From an optimization exercise on the open Yosys and OpenROAD flow, aimed at small area and a short achievable clock period; shortcuts taken in it are not production practice.
Where RTL was checked, it was by simulation tests only, not by an equivalence proof against the original.
No activity file was given, so power comes from the tool's default toggle rates.

==> 06-24: inputs <==
==> flow/design.v <==
module branch_predictor #(
  parameter  int IDX_BITS = 5,
  localparam int TAG_BITS = 30 - IDX_BITS
) (
  input  logic        clk,
  input  logic        reset,
  input  logic [31:0] if_pc,
  output logic        pred_taken,
  output logic [31:0] pred_next_pc,
  input  logic        ex_valid,
  input  logic        ex_is_branch,
  input  logic        ex_is_jump,
  input  logic [31:0] ex_pc,
  input  logic [31:0] ex_target,
  input  logic        ex_taken
);
  localparam int ENTRIES = 1 << IDX_BITS;
  logic                valid_r   [ENTRIES];
  logic [TAG_BITS-1:0] tag_r     [ENTRIES];
  logic [31:0]         target_r  [ENTRIES];
  logic                is_jump_r [ENTRIES];
  logic [1:0]          ctr_r     [ENTRIES];
  logic [IDX_BITS-1:0] if_idx_s;
  logic [TAG_BITS-1:0] if_tag_s;
  logic [IDX_BITS-1:0] ex_idx_s;
  logic [TAG_BITS-1:0] ex_tag_s;
  logic [IDX_BITS-1:0] pht_rd_idx_s;
  logic [IDX_BITS-1:0] pht_wr_idx_s;
  logic                if_hit_s;
  logic                ex_hit_s;
  logic                upd_s;
  logic                taken_s;
  logic                wr_s;
  logic [1:0]          ctr_nxt_s;
  logic                unused_s;
  assign if_idx_s = if_pc[IDX_BITS+1:2];
  assign if_tag_s = if_pc[31:IDX_BITS+2];
  assign ex_idx_s = ex_pc[IDX_BITS+1:2];
  assign ex_tag_s = ex_pc[31:IDX_BITS+2];
  assign unused_s = ^{if_pc[1:0], ex_pc[1:0]};
  logic [IDX_BITS-1:0] ghr_r;
  assign pht_rd_idx_s = if_idx_s ^ ghr_r;
  assign pht_wr_idx_s = ex_idx_s ^ ghr_r;
  always_ff @(posedge clk) begin
    if (reset) begin
      ghr_r <= {IDX_BITS{1'b0}};
    end else if (upd_s && !ex_is_jump) begin
      ghr_r <= {ghr_r[IDX_BITS-2:0], ex_taken};
    end else begin
      ghr_r <= ghr_r;
    end
  end
  always_comb begin
    if_hit_s   = valid_r[if_idx_s] && (tag_r[if_idx_s] == if_tag_s);
    pred_taken = if_hit_s && (is_jump_r[if_idx_s] || ctr_r[pht_rd_idx_s][1]);
    if (pred_taken) begin
      pred_next_pc = target_r[if_idx_s];
    end else begin
      pred_next_pc = if_pc + 32'd4;
    end
  end
  always_comb begin
    upd_s    = ex_valid && (ex_is_branch || ex_is_jump);
    taken_s  = ex_is_jump || ex_taken;
    ex_hit_s = valid_r[ex_idx_s] && (tag_r[ex_idx_s] == ex_tag_s);
    wr_s     = upd_s && (ex_hit_s || taken_s);
    if (ex_is_jump) begin
      ctr_nxt_s = 2'b11;
    end else if (!ex_hit_s) begin
      ctr_nxt_s = 2'b10;
    end else if (taken_s) begin
      ctr_nxt_s = (ctr_r[pht_wr_idx_s] == 2'b11) ? 2'b11 : ctr_r[pht_wr_idx_s] + 2'b01;
    end else begin
      ctr_nxt_s = (ctr_r[pht_wr_idx_s] == 2'b00) ? 2'b00 : ctr_r[pht_wr_idx_s] - 2'b01;
    end
  end
  always_ff @(posedge clk) begin
    if (reset) begin
      for (int i = 0; i < ENTRIES; i++) begin
        valid_r[i] <= 1'b0;
        ctr_r[i]   <= 2'b01;
      end
    end else if (wr_s) begin
      valid_r[ex_idx_s]   <= 1'b1;
      tag_r[ex_idx_s]     <= ex_tag_s;
      target_r[ex_idx_s]  <= ex_target;
      is_jump_r[ex_idx_s] <= ex_is_jump;
      ctr_r[pht_wr_idx_s] <= ctr_nxt_s;
    end else begin
      valid_r[ex_idx_s] <= valid_r[ex_idx_s];
    end
  end
endmodule
==> flow/run.sh <==
#!/bin/bash
# synth_recipe.tcl (not shown) runs the flow's synth.tcl, then flattens the netlist and writes it again
# the make line also repeats each setting of config.mk as NAME=value (left out here)
make -C /OpenROAD-flow-scripts/flow DESIGN_CONFIG=/design/flow/config.mk WORK_HOME=/design/flow/orfs CLKGATE_MAP_FILE= SYNTH_SCRIPT=/design/flow/synth_recipe.tcl finish
==> flow/config.mk <==
export PLATFORM = sky130hd
export DESIGN_NAME = branch_predictor
export DESIGN_NICKNAME = branch_predictor
export VERILOG_FILES = /design/flow/design.v
export SDC_FILE = /design/flow/constraint.sdc
export NUM_CORES = 4
export LEC_CHECK = 0
export CAP_MARGIN = 20
export CORE_MARGIN = 2
export CORE_UTILIZATION = 40
export SLEW_MARGIN = 20
==> flow/constraint.sdc <==
create_clock -name core_clock -period 7.5 [get_ports {clk}]
set_input_delay 1.5000 -clock core_clock [delete_from_list [all_inputs] [get_ports {clk}]]
set_output_delay 1.5000 -clock core_clock [all_outputs]
set_load 0.01 [all_outputs]
==> 04-04 (differences from 06-24) <==
==> flow/design.v (replaced) <==
module branch_predictor #(
  parameter  int IDX_BITS = 5,
  localparam int TAG_BITS = 30 - IDX_BITS
) (
  input  logic        clk,
  input  logic        reset,
  input  logic [31:0] if_pc,
  output logic        pred_taken,
  output logic [31:0] pred_next_pc,
  input  logic        ex_valid,
  input  logic        ex_is_branch,
  input  logic        ex_is_jump,
  input  logic [31:0] ex_pc,
  input  logic [31:0] ex_target,
  input  logic        ex_taken
);
  localparam int ENTRIES = 1 << IDX_BITS;
  logic [ENTRIES-1:0]                valid_q;
  logic [ENTRIES-1:0][TAG_BITS-1:0]  tag_q;
  logic [ENTRIES-1:0][31:0]          target_q;
  logic [ENTRIES-1:0]                isj_q;
  logic [ENTRIES-1:0][1:0]           ctr_q;
  logic [IDX_BITS-1:0]               ghr_q;
  logic [IDX_BITS-1:0] if_idx, ex_idx, rd_p, wr_p;
  logic [TAG_BITS-1:0] if_tag, ex_tag;
  logic [ENTRIES-1:0]  if_match;
  logic                if_hit, if_tkn, ex_hit, upd, taken, wr;
  logic [31:0]         if_seq, if_alt;
  logic [1:0]          ex_ctr, ctr_nxt;
  logic                unused;
  assign if_idx = if_pc[IDX_BITS+1:2];
  assign if_tag = if_pc[31:IDX_BITS+2];
  assign ex_idx = ex_pc[IDX_BITS+1:2];
  assign ex_tag = ex_pc[31:IDX_BITS+2];
  assign unused = ^{if_pc[1:0], ex_pc[1:0]};
  assign rd_p   = if_idx ^ ghr_q;
  assign wr_p   = ex_idx ^ ghr_q;
  for (genvar k = 0; k < ENTRIES; k++) begin : g_match
    assign if_match[k] = valid_q[k] && (tag_q[k] == if_tag) && (if_idx == IDX_BITS'(k));
  end
  assign if_hit       = |if_match;
  assign if_tkn       = isj_q[if_idx] || ctr_q[rd_p][1];
  assign if_seq       = if_pc + 32'd4;
  assign if_alt       = if_tkn ? target_q[if_idx] : if_seq;
  assign pred_taken   = if_hit && if_tkn;
  assign pred_next_pc = if_hit ? if_alt : if_seq;
  assign upd     = ex_valid && (ex_is_branch || ex_is_jump);
  assign taken   = ex_is_jump || ex_taken;
  assign ex_hit  = valid_q[ex_idx] && (tag_q[ex_idx] == ex_tag);
  assign wr      = upd && (ex_hit || taken) && !reset;
  assign ex_ctr  = ctr_q[wr_p];
  always_comb begin
    if (ex_is_jump)      ctr_nxt = 2'b11;
    else if (!ex_hit)    ctr_nxt = 2'b10;
    else if (ex_taken)   ctr_nxt = (ex_ctr == 2'b11) ? 2'b11 : ex_ctr + 2'b01;
    else                 ctr_nxt = (ex_ctr == 2'b00) ? 2'b00 : ex_ctr - 2'b01;
  end
  always_ff @(posedge clk) begin
    if (reset)                   ghr_q <= '0;
    else if (upd && !ex_is_jump) ghr_q <= {ghr_q[IDX_BITS-2:0], ex_taken};
  end
  for (genvar k = 0; k < ENTRIES; k++) begin : g_ent
    always_ff @(posedge clk) begin
      if (wr && ex_idx == IDX_BITS'(k)) begin
        tag_q[k]    <= ex_tag;
        target_q[k] <= ex_target;
        isj_q[k]    <= ex_is_jump;
      end
      valid_q[k] <= !reset && (valid_q[k] || (wr && ex_idx == IDX_BITS'(k)));
      if (reset)                               ctr_q[k] <= 2'b01;
      else if (wr && wr_p == IDX_BITS'(k))     ctr_q[k] <= ctr_nxt;
    end
  end
endmodule
--- a/flow/config.mk
+++ b/flow/config.mk
@@ -8,4 +8,8 @@
 export CAP_MARGIN = 20
 export CORE_MARGIN = 2
-export CORE_UTILIZATION = 40
+export CORE_UTILIZATION = 50
+export CTS_BUF_LIST = sky130_fd_sc_hd__clkbuf_8
+export CTS_CLUSTER_DIAMETER = 60
+export CTS_CLUSTER_SIZE = 12
+export SETUP_SLACK_MARGIN = 2.2
 export SLEW_MARGIN = 20
==> qor summary <==
quantity                                                                    06-24           04-04
Worst clock skew on the final layout                                    0.0734 ns       0.0548 ns
Wire length of the first global-routing pass                               378 mm          426 mm
Met1 Resource Use GR                                                        0.340           0.471
Synthesized-area fraction occupied by ao, oa, aoi and oai cells            0.0410          0.0238
Seq pwr share                                                               0.509           0.583
Via count of the first global-routing pass                                  48500           51700
Fraction of area in non-clock buffers                                      0.0669          0.0677
Layout clock buffers                                                          244             197
Power consumed by sequential cells                                        12.1 mW         12.0 mW
Final wirelength                                                           273 mm          314 mm
Number of antenna violations at the first check in global routing              11              17
Ratio of total power to cell area                                     237 nW/um^2     206 nW/um^2
Status                                                             finished clean  finished clean
Rows                                                                          168             153
Reg2Reg Setup Slack                                                       2.79 ns         2.83 ns


==> v7: inputs <==
branch_predictor with an RTL version that a note above also has.
==> module branch_predictor, before the edit <==
module branch_predictor #(
  parameter  int IDX_BITS = 5,
  localparam int TAG_BITS = 30 - IDX_BITS
) (
  input  logic        clk,
  input  logic        reset,
  input  logic [31:0] if_pc,
  output logic        pred_taken,
  output logic [31:0] pred_next_pc,
  input  logic        ex_valid,
  input  logic        ex_is_branch,
  input  logic        ex_is_jump,
  input  logic [31:0] ex_pc,
  input  logic [31:0] ex_target,
  input  logic        ex_taken
);
  localparam int ENTRIES = 1 << IDX_BITS;
  logic [ENTRIES-1:0]                valid_q;
  logic [ENTRIES-1:0][TAG_BITS-1:0]  tag_q;
  logic [ENTRIES-1:0][31:0]          target_q;
  logic [ENTRIES-1:0]                isj_q;
  logic [ENTRIES-1:0][1:0]           ctr_q;
  logic [IDX_BITS-1:0]               ghr_q;
  logic [IDX_BITS-1:0] if_idx, ex_idx, rd_p, wr_p;
  logic [TAG_BITS-1:0] if_tag, ex_tag;
  logic [ENTRIES-1:0]  if_match;
  logic                if_hit, if_tkn, ex_hit, upd, taken, wr;
  logic [31:0]         if_seq, if_alt;
  logic [1:0]          ex_ctr, ctr_nxt;
  logic                unused;
  assign if_idx = if_pc[IDX_BITS+1:2];
  assign if_tag = if_pc[31:IDX_BITS+2];
  assign ex_idx = ex_pc[IDX_BITS+1:2];
  assign ex_tag = ex_pc[31:IDX_BITS+2];
  assign unused = ^{if_pc[1:0], ex_pc[1:0]};
  assign rd_p   = if_idx ^ ghr_q;
  assign wr_p   = ex_idx ^ ghr_q;
  for (genvar k = 0; k < ENTRIES; k++) begin : g_match
    assign if_match[k] = valid_q[k] && (tag_q[k] == if_tag) && (if_idx == IDX_BITS'(k));
  end
  assign if_hit       = |if_match;
  assign if_tkn       = isj_q[if_idx] || ctr_q[rd_p][1];
  assign if_seq       = if_pc + 32'd4;
  assign if_alt       = if_tkn ? target_q[if_idx] : if_seq;
  assign pred_taken   = if_hit && if_tkn;
  assign pred_next_pc = if_hit ? if_alt : if_seq;
  assign upd     = ex_valid && (ex_is_branch || ex_is_jump);
  assign taken   = ex_is_jump || ex_taken;
  assign ex_hit  = valid_q[ex_idx] && (tag_q[ex_idx] == ex_tag);
  assign wr      = upd && (ex_hit || taken) && !reset;
  assign ex_ctr  = ctr_q[wr_p];
  always_comb begin
    if (ex_is_jump)      ctr_nxt = 2'b11;
    else if (!ex_hit)    ctr_nxt = 2'b10;
    else if (ex_taken)   ctr_nxt = (ex_ctr == 2'b11) ? 2'b11 : ex_ctr + 2'b01;
    else                 ctr_nxt = (ex_ctr == 2'b00) ? 2'b00 : ex_ctr - 2'b01;
  end
  always_ff @(posedge clk) begin
    if (reset)                   ghr_q <= '0;
    else if (upd && !ex_is_jump) ghr_q <= {ghr_q[IDX_BITS-2:0], ex_taken};
  end
  for (genvar k = 0; k < ENTRIES; k++) begin : g_ent
    always_ff @(posedge clk) begin
      if (wr && ex_idx == IDX_BITS'(k)) begin
        tag_q[k]    <= ex_tag;
        target_q[k] <= ex_target;
        isj_q[k]    <= ex_is_jump;
      end
      valid_q[k] <= !reset && (valid_q[k] || (wr && ex_idx == IDX_BITS'(k)));
      if (reset)                               ctr_q[k] <= 2'b01;
      else if (wr && wr_p == IDX_BITS'(k))     ctr_q[k] <= ctr_nxt;
    end
  end
endmodule
Settings: LEC_CHECK=0, CAP_MARGIN=20, CORE_MARGIN=2, CORE_UTILIZATION=50, CTS_BUF_LIST=sky130_fd_sc_hd__clkbuf_8, CTS_CLUSTER_DIAMETER=60, CTS_CLUSTER_SIZE=12, SETUP_SLACK_MARGIN=2.2, SLEW_MARGIN=20; clock period 7.5 ns.
standard.sh (not shown) runs the stock make flow with config.mk's settings and CLKGATE_MAP_FILE= SYNTH_SCRIPT=/design/flow/synth_recipe.tcl, a recipe that flattens the netlist after the stock synthesis.
==> flow/flow/run.sh <==
#!/bin/bash
# Standard layout, with two changes:
#  - the fetch-side ports (if_pc, pred_next_pc, pred_taken) are kept together on one edge so the
#    combinational fetch path does not cross the die twice;
#  - clock tree synthesis without dummy balancing loads, in clusters of up to 16 sinks.
set -e
here=$(pwd)
export IO_CONSTRAINTS="$here/flow/io.tcl"
export CTS_ARGS="-sink_clustering_enable -repair_clock_nets -sink_clustering_size 16 -sink_clustering_max_diameter 70 -buf_list sky130_fd_sc_hd__clkbuf_8 -dont_use_dummy_load"
bash standard.sh > "$here/standard.log" 2>&1
==> flow/flow/io.tcl <==
# fetch-side ports together on the bottom edge, execute-side ports on the top edge
set fetch_pins {}
for {set i 0} {$i < 32} {incr i} {
  lappend fetch_pins "if_pc\[$i\]" "pred_next_pc\[$i\]"
}
lappend fetch_pins pred_taken
set_io_pin_constraint -pin_names $fetch_pins -region bottom:*
==> v2: changes against v7 <==
==> flow/run.sh (new file) <==
#!/bin/bash
# synth_recipe.tcl (not shown) runs the flow's synth.tcl, then flattens the netlist and writes it again
# the make line also repeats each setting of config.mk as NAME=value (left out here)
make -C /OpenROAD-flow-scripts/flow DESIGN_CONFIG=/design/flow/config.mk WORK_HOME=/design/flow/orfs CLKGATE_MAP_FILE= SYNTH_SCRIPT=/design/flow/synth_recipe.tcl finish
- CORE_UTILIZATION: 50 -> 40
- SETUP_SLACK_MARGIN: 2.2 -> 2
removed: flow/flow/run.sh
removed: flow/flow/io.tcl
removed: flow/standard.sh
==> v26: changes against v7 <==
==> flow/design.v (replaced) <==
module branch_predictor #(
  parameter  int IDX_BITS = 5,
  localparam int TAG_BITS = 30 - IDX_BITS
) (
  input  logic        clk,
  input  logic        reset,
  input  logic [31:0] if_pc,
  output logic        pred_taken,
  output logic [31:0] pred_next_pc,
  input  logic        ex_valid,
  input  logic        ex_is_branch,
  input  logic        ex_is_jump,
  input  logic [31:0] ex_pc,
  input  logic [31:0] ex_target,
  input  logic        ex_taken
);
  localparam int ENTRIES = 1 << IDX_BITS;
  localparam int DW      = 1 + 32 + TAG_BITS;    
  logic [DW-1:0]       ent_q   [ENTRIES];
  logic [ENTRIES-1:0]  valid_q;
  logic [1:0]          ctr_q   [ENTRIES];
  logic [IDX_BITS-1:0] ghr_q;
  logic [IDX_BITS-1:0] if_idx, ex_idx, rd_p, wr_p;
  logic [TAG_BITS-1:0] if_tag, ex_tag;
  logic [ENTRIES-1:0]  if_sel, ex_sel, rd_sel, wr_sel;
  logic [DW-1:0]       if_ent;
  logic [TAG_BITS:0]   ex_vt;
  logic                if_v, if_dir;
  logic                if_hit, ex_hit, upd, taken, wr;
  logic [1:0]          ex_ctr, ctr_nxt;
  logic [DW-1:0]       wdata;
  logic                unused;
  assign if_idx = if_pc[IDX_BITS+1:2];
  assign if_tag = if_pc[31:IDX_BITS+2];
  assign ex_idx = ex_pc[IDX_BITS+1:2];
  assign ex_tag = ex_pc[31:IDX_BITS+2];
  assign unused = ^{if_pc[1:0], ex_pc[1:0]};
  assign rd_p   = if_idx ^ ghr_q;
  assign wr_p   = ex_idx ^ ghr_q;
  always_comb begin
    if_ent = '0;
    if_v   = 1'b0;
    if_dir = 1'b0;
    ex_vt  = '0;
    ex_ctr = '0;
    for (int k = 0; k < ENTRIES; k++) begin
      if_sel[k] = (if_idx == IDX_BITS'(k));
      ex_sel[k] = (ex_idx == IDX_BITS'(k));
      rd_sel[k] = (rd_p   == IDX_BITS'(k));
      wr_sel[k] = (wr_p   == IDX_BITS'(k));
      if_ent = if_ent | (ent_q[k] & {DW{if_sel[k]}});
      if_v   = if_v   | (valid_q[k] & if_sel[k]);
      if_dir = if_dir | (ctr_q[k][1] & rd_sel[k]);
      ex_vt  = ex_vt  | ({valid_q[k], ent_q[k][TAG_BITS-1:0]} & {(TAG_BITS+1){ex_sel[k]}});
      ex_ctr = ex_ctr | (ctr_q[k] & {2{wr_sel[k]}});
    end
  end
  assign if_hit       = if_v && (if_ent[TAG_BITS-1:0] == if_tag);
  assign pred_taken   = if_hit && (if_ent[DW-1] || if_dir);
  assign pred_next_pc = pred_taken ? if_ent[DW-2:TAG_BITS] : (if_pc + 32'd4);
  assign upd    = ex_valid && (ex_is_branch || ex_is_jump);
  assign taken  = ex_is_jump || ex_taken;
  assign ex_hit = ex_vt[TAG_BITS] && (ex_vt[TAG_BITS-1:0] == ex_tag);
  assign wr     = upd && (ex_hit || taken) && !reset;
  assign wdata  = {ex_is_jump, ex_target, ex_tag};
  always_comb begin
    if (ex_is_jump)      ctr_nxt = 2'b11;
    else if (!ex_hit)    ctr_nxt = 2'b10;
    else if (ex_taken)   ctr_nxt = (ex_ctr == 2'b11) ? 2'b11 : ex_ctr + 2'b01;
    else                 ctr_nxt = (ex_ctr == 2'b00) ? 2'b00 : ex_ctr - 2'b01;
  end
  always_ff @(posedge clk) begin
    if (reset)                   ghr_q <= '0;
    else if (upd && !ex_is_jump) ghr_q <= {ghr_q[IDX_BITS-2:0], ex_taken};
  end
  for (genvar k = 0; k < ENTRIES; k++) begin : g_ent
    always_ff @(posedge clk) begin
      if (wr && ex_sel[k]) ent_q[k] <= wdata;
      valid_q[k] <= !reset && (valid_q[k] || (wr && ex_sel[k]));
      if (reset)                  ctr_q[k] <= 2'b01;
      else if (wr && wr_sel[k])   ctr_q[k] <= ctr_nxt;
    end
  end
endmodule
==> flow/run.sh (new file) <==
#!/bin/bash
# synth_recipe.tcl (not shown) runs the flow's synth.tcl, then flattens the netlist and writes it again
# the make line also repeats each setting of config.mk as NAME=value (left out here)
make -C /OpenROAD-flow-scripts/flow DESIGN_CONFIG=/design/flow/config.mk WORK_HOME=/design/flow/orfs CLKGATE_MAP_FILE= SYNTH_SCRIPT=/design/flow/synth_recipe.tcl finish
- CORE_UTILIZATION: 50 -> 40
- CTS_BUF_LIST: sky130_fd_sc_hd__clkbuf_8 -> sky130_fd_sc_hd__clkbuf_4 sky130_fd_sc_hd__clkbuf_8
- CTS_CLUSTER_DIAMETER: 60 -> unset
- CTS_CLUSTER_SIZE: 12 -> 30
- SETUP_SLACK_MARGIN: 2.2 -> unset
removed: flow/flow/run.sh
removed: flow/flow/io.tcl
removed: flow/standard.sh
==> v20: changes against v7 <==
==> flow/flow/run.sh (replaced) <==
#!/bin/bash
# Standard layout, with two changes:
#  - the fetch-side ports (if_pc, pred_next_pc, pred_taken) are kept together on one edge so the
#    combinational fetch path does not cross the die twice;
#  - clock tree synthesis without dummy balancing loads, in clusters of up to 14 sinks.
set -e
here=$(pwd)
export IO_CONSTRAINTS="$here/flow/io.tcl"
export CTS_ARGS="-sink_clustering_enable -repair_clock_nets -sink_clustering_size 14 -sink_clustering_max_diameter 70 -buf_list sky130_fd_sc_hd__clkbuf_8 -dont_use_dummy_load"
bash standard.sh > "$here/standard.log" 2>&1
- CORE_UTILIZATION: 50 -> 60
- CTS_CLUSTER_DIAMETER: 60 -> 70
- CTS_CLUSTER_SIZE: 12 -> 14
- PLACE_DENSITY: unset -> 0.75
- SETUP_SLACK_MARGIN: 2.2 -> 2.0
==> comparison table <==
Synth warnings: v2 1; v7 1; v26 3; v20 1
Clock-net power: v2 6400 uW; v7 5220 uW; v26 9700 uW; v20 5250 uW
Total setup violations reported at the end of the flow: v2 0; v7 0; v26 31; v20 0
DPL Wire Length: v2 205000 um; v7 201400 um; v26 270200 um; v20 182200 um
Final worst path period need: v2 6.095 ns; v7 5.989 ns; v26 7.591 ns; v20 6.024 ns
Routability-driven placement congestion ratio: v2 1.006; v7 1.038; v26 1.048; v20 1.053
Gate count of the mapped netlist: v2 5044; v7 5044; v26 5210; v20 5044
First-pass GRT wire length: v2 441700 um; v7 428600 um; v26 542200 um; v20 394800 um
Power density over the cells: v2 199.6 mW/mm2; v7 195.2 mW/mm2; v26 235.2 mW/mm2; v20 198.9 mW/mm2
Placed cell areas: v2 0.09597 mm2; v7 0.09413 mm2; v26 0.09296 mm2; v20 0.09286 mm2
Power dissipated by switching net loads: v2 5180 uW; v7 4787 uW; v26 5771 uW; v20 4642 uW
Core area: v2 0.2167 mm2; v7 0.1734 mm2; v26 0.1990 mm2; v20 0.1438 mm2
Share of total power in combinational logic: v2 10.7%; v7 11.1%; v26 7.5%; v20 10.7%
Synthesis-to-layout area growth: v2 18.73%; v7 14.19%; v26 25.02%; v20 11.71%
Total CTS buffers: v2 192; v7 151; v26 340; v20 162
Total global routing track utilization: v2 29.02%; v7 35.39%; v26 39.60%; v20 39.19%
Max reg flops: v2 1024; v7 1024; v26 1856; v20 1024
Crit path depth: v2 16; v7 14; v26 18; v20 16
Total area of multi-input combinational cells: v2 0.02924 mm2; v7 0.02898 mm2; v26 0.02124 mm2; v20 0.02875 mm2
Outcome: v2 finished clean; v7 finished clean; v26 complete, but fails checks; v20 finished clean
Reasons for failing layout checks: v2 -; v7 -; v26 negative setup slack; v20 -
Syn Std Cell Area: v2 0.08697 mm2; v7 0.08697 mm2; v26 0.07990 mm2; v20 0.08697 mm2
Most repeated library cell on the critical path: v2 buf_6; v7 nand4_1; v26 buf_12; v20 -
Area share of xor/xnor cells in the synthesized design: v2 8.640%; v7 8.640%; v26 0.8221%; v20 8.640%
Avg WL per Cell: v2 38.12 um; v7 40.70 um; v26 45.06 um; v20 40.07 um
Drt first pass iters: v2 6; v7 8; v26 10; v20 8
Routed via count: v2 53618; v7 52276; v26 64143; v20 52642
Final net count: v2 5755; v7 5619; v26 6318; v20 5513
For v26, only the layout was checked, not whether the RTL still works.

## separate check: timing with driven ports
In the flow no input, the clock included, has a driving cell. The finished layouts below were timed again as built, in two steps. Step 1 (the two cells are an assumption about what drives the block):
set clk [get_ports {clk}]
set_driving_cell -lib_cell sky130_fd_sc_hd__clkbuf_16 $clk
set_driving_cell -lib_cell sky130_fd_sc_hd__buf_2 [delete_from_list [all_inputs] $clk]
Step 2 adds t to the input delays and takes it off the output delays; t is the mean of the earliest and latest rising clock arrival at the registers after step 1. Input paths then give back, and output paths get back, about the clock's delay inside the block. Three values: no drivers, after step 1, after step 2; two values: the first two.
| run | shift t [ns] | slack for setup (ns) | clock arrival spread, ns | pins driven straight from the clock port |
|---|---|---|---|---|
| 06-24 | 0.957 | 0.083 / -0.109 / -0.275 | 0.075 / 0.075 | 1 |
| 04-04 | 1.087 | 1.448 / 1.357 / 1.125 | 0.055 / 0.055 | 1 |
| v7 | 1.002 | 1.511 / 1.284 / 1.150 | 0.100 / 0.100 | 1 |
| v2 | 1.076 | 1.405 / 1.239 / 0.908 | 0.081 / 0.080 | 1 |
| v26 | 1.179 | -0.091 / -0.111 / -0.111 | 0.117 / 0.117 | 1 |
| v20 | 1.003 | 1.476 / 1.273 / 0.837 | 0.099 / 0.099 | 1 |
With both steps, setup timing fails in 06-24, where it was met with ideal ports. For v20, which loses most, drivers alone change the setup slack by -0.203 ns; drivers and shift together by -0.639 ns.
